What follows belongs to an exercise in optimizing a design on an open flow for small area and a short achievable clock period; a production flow would make more cautious choices.
Function was checked by simulation only, so behaviour that the tests miss may differ from the original.

==> trial 61 <==
// exec_stage
module exec_stage (
    input  logic        clk,
    input  logic        rst_n,
    input  logic        in_valid,
    input  logic [31:0] instr,
    input  logic [31:0] pc,
    input  logic [31:0] rs1_val,
    input  logic [31:0] rs2_val,
    output logic        out_valid,
    output logic [31:0] rd_data,
    output logic        rd_write,
    output logic [31:0] next_pc,
    output logic        illegal
);
export LEC_CHECK = 0
export ABC_AREA = 1
export CAP_MARGIN = 35
export CORE_MARGIN = 2
export CORE_UTILIZATION = 40
export GPL_TIMING_DRIVEN = 0
export PLACE_DENSITY = 0.75
export SLEW_MARGIN = 35
export SYNTH_HIERARCHICAL = 1
create_clock -name core_clock -period 250.0 [get_ports {clk}]
standard.sh (not shown) runs the stock make flow with config.mk's settings and CLKGATE_MAP_FILE= SYNTH_SCRIPT=/design/flow/synth_recipe.tcl, a recipe that flattens the netlist after the stock synthesis.
==> flow/flow/run.sh <==
#!/bin/bash
set -euo pipefail
bash standard.sh SETUP_SLACK_MARGIN=157 "BUFFER_PORTS_ARGS=-buffer_cell sky130_fd_sc_hd__buf_2" finish > make.log 2>&1
==> inputs of trial 93, as changes to trial 61 <==
==> flow/flow/run.sh (replaced) <==
#!/bin/bash
set -euo pipefail
bash standard.sh SETUP_SLACK_MARGIN=157 finish > make.log 2>&1
==> inputs of trial 80, as changes to trial 61 <==
Settings changed: CORE_UTILIZATION 40 to 55, GPL_TIMING_DRIVEN 0 to 1, PLACE_DENSITY 0.75 to 0.8.
==> comparison <==
- Area after synthesis is the same in trial 80 and trial 93.
- Flip-flop and latch count is the same in trial 93 and trial 61.
- Synthesized cell count is the same in trial 93 and trial 61.
- Utilization: trial 80 > trial 93 > trial 61.
- Global-route usage, lowest first: trial 93, trial 80, trial 61.
- Via count: trial 80 < trial 93 < trial 61.
- Die area is the same in trial 93 and trial 61.
- Critical path depth, highest first: trial 61, trial 93, trial 80.
- The lowest maximum frequency belongs to trial 61, the highest to trial 80.

---

==> job 6252 <==
Another version of the RTL of exec_stage (not shown whole).
Design exec_stage, start of the top module:
module exec_stage (
    input  logic        clk,
    input  logic        rst_n,
    input  logic        in_valid,
    input  logic [31:0] instr,
    input  logic [31:0] pc,
    input  logic [31:0] rs1_val,
    input  logic [31:0] rs2_val,
    output logic        out_valid,
    output logic [31:0] rd_data,
    output logic        rd_write,
    output logic [31:0] next_pc,
    output logic        illegal
);
    localparam int M = 14;   
    logic [6:0] opc;
    logic [2:0] f3;
    logic [6:0] f7;
    logic       is_op, is_imm, is_br;
    logic       f7_base, f7_alt, f7_md;
    logic       ill_op, ill_imm, ill_br, illegal_d, rd_write_d;
    assign opc = instr[6:0];
    assign f3  = instr[14:12];
    assign f7  = instr[31:25];
    assign is_op  = (opc == 7'b0110011);
    assign is_imm = (opc == 7'b0010011);
    assign is_br  = (opc == 7'b1100011);
    assign f7_base = (f7 == 7'b0000000);
    assign f7_alt  = (f7 == 7'b0100000);
    assign f7_md   = (f7 == 7'b0000001);
    assign ill_op  = !(f7_base || f7_md || (f7_alt && (f3 == 3'b000 || f3 == 3'b101)));
    assign ill_imm = (f3 == 3'b001 && !f7_base) || (f3 == 3'b101 && !(f7_base || f7_alt));
    assign ill_br  = (f3[2:1] == 2'b01);
    assign illegal_d  = is_op ? ill_op : is_imm ? ill_imm : is_br ? ill_br : 1'b1;
    assign rd_write_d = (is_op || is_imm) && !illegal_d && (instr[11:7] != 5'd0);
    logic mext, is_mul, is_div, shift, sright, sra;
    assign mext   = is_op && f7[0];
    assign is_mul = mext && !f3[2];
    assign is_div = mext && f3[2];
    assign shift  = !mext && (f3[1:0] == 2'b01);
    assign sright = shift && f3[2];
    assign sra    = sright && instr[30];
    logic [31:0] op_b;
    logic        sub;
    logic [31:0] sum, axb, anb;
    logic        carry;
    logic        eq, ltu, lt;
    logic [31:0] alu_res;
    assign op_b = is_imm ? {{20{instr[31]}}, instr[31:20]} : rs2_val;
    assign sub  = is_br || (is_op && instr[30]) || (f3[2:1] == 2'b01);
    es_add32 i_add (
        .a    (rs1_val),
        .b    (op_b ^ {32{sub}}),
  ...
Settings: LEC_CHECK=0, ABC_AREA=1, CAP_MARGIN=35, CORE_MARGIN=2, CORE_UTILIZATION=40, GPL_TIMING_DRIVEN=0, PLACE_DENSITY=0.75, SLEW_MARGIN=35, SYNTH_HIERARCHICAL=1; clock period 250.0 ns.
run.sh (not shown) runs the stock make flow with config.mk's settings and CLKGATE_MAP_FILE= SYNTH_SCRIPT=/design/flow/synth_recipe.tcl, a recipe that flattens the netlist after the stock synthesis.
Stock flow here: none of the scripts above is used.
==> job 9063: changes against job 6252 <==
--- a/flow/config.mk
+++ b/flow/config.mk
@@ -10,6 +10,6 @@
 export CORE_MARGIN = 2
 export CORE_UTILIZATION = 40
 export GPL_TIMING_DRIVEN = 0
-export PLACE_DENSITY = 0.75
+export PLACE_DENSITY = 0.9
 export SLEW_MARGIN = 35
 export SYNTH_HIERARCHICAL = 1
==> results.txt <==
- Job 6252 went through all stages and came out clean. Job 9063 finished with timing, DRC and antenna clean.
- Hold slack: job 9063 is higher than job 6252 (0.016 ns).
- First-iteration DRC count: job 9063 is higher than job 6252 (26%).
- Of job 9063 and job 6252, job 9063 has the higher non-clock buffer count (gap 4).
- Against job 9063, the setup slack of job 6252 is lower by 1.5 ns.
- Against job 9063, the count of clock-buffer cells in the layout of job 6252 is higher by 1.
- In design area, job 9063 and job 6252 hardly differ.
- Die area is the same in job 9063 and job 6252.
- In cell count, job 6252 and job 9063 hardly differ.
==> figures <==
| item | job 9063 | job 6252 |
|---|---|---|
| Result of the run | timing/DRC/antenna clean | timing/DRC/antenna clean |
| Area taken by multi-input logic gates | 0.0513 sq mm | 0.0514 sq mm |
| Post-layout min period | 101.85 ns | 103.36 ns |
| Met2 wire length | 120 mm | 130 mm |
| Non-clock buffering overhead in the final layout | 9.77% | 9.78% |
| Sequential cell area | 0.00249 sq mm | 0.00249 sq mm |
| Setup WS post-layout | 148.15 ns | 146.64 ns |
| Total of clock buffers placed in the layout | 18 | 19 |
| Worst setup path endpoint | rd_data[21] | rd_data[27] |
| Filler-free cell count of the finished design | 10900 | 10900 |
| Final Util | 43.7% | 43.7% |
| Detailed route wirelength on metal3 | 41.7 mm | 34.3 mm |
| Routing usage on met3 | 15.2% | 9.96% |
| Largest stage delay on the critical path | 0.85 ns | 0.98 ns |
| Post-CTS clock slew at the launch and capture registers of the worst setup and hold paths | 0.07 ns | 0.06 ns |
| Fraction of area in multi-input gates | 74.4% | 74.5% |
| Met1 WL | 110 mm | 128 mm |

port drivers added, routing unchanged:
The flow's constraints put no driver on any port. The routed layouts listed below were extracted and timed again, unchanged, in two steps. Step 1 assumes that a clkbuf_16 drives the clock port and a buf_2 every other input. Step 2, shift: input delay + t, output delay - t, t = (earliest + latest rising clock arrival at the registers) / 2. This alone moves slack from input paths to output paths. Slacks: ideal ports / drivers / drivers and shift; pairs: ideal ports / drivers.
run	t, ns	slack for setup (ns)	latest minus earliest clock arrival (ns)
trial 61	0.486	157.959 / 157.907 / 158.393	0.014 / 0.014
trial 93	0.496	158.016 / 157.957 / 158.453	0.022 / 0.023
trial 80	0.487	158.301 / 158.245 / 158.733	0.015 / 0.015
job 6252	0.522	146.640 / 146.580 / 147.102	0.014 / 0.014
job 9063	0.492	148.151 / 148.099 / 148.591	0.015 / 0.014
After both steps setup and hold are still met in every run listed.
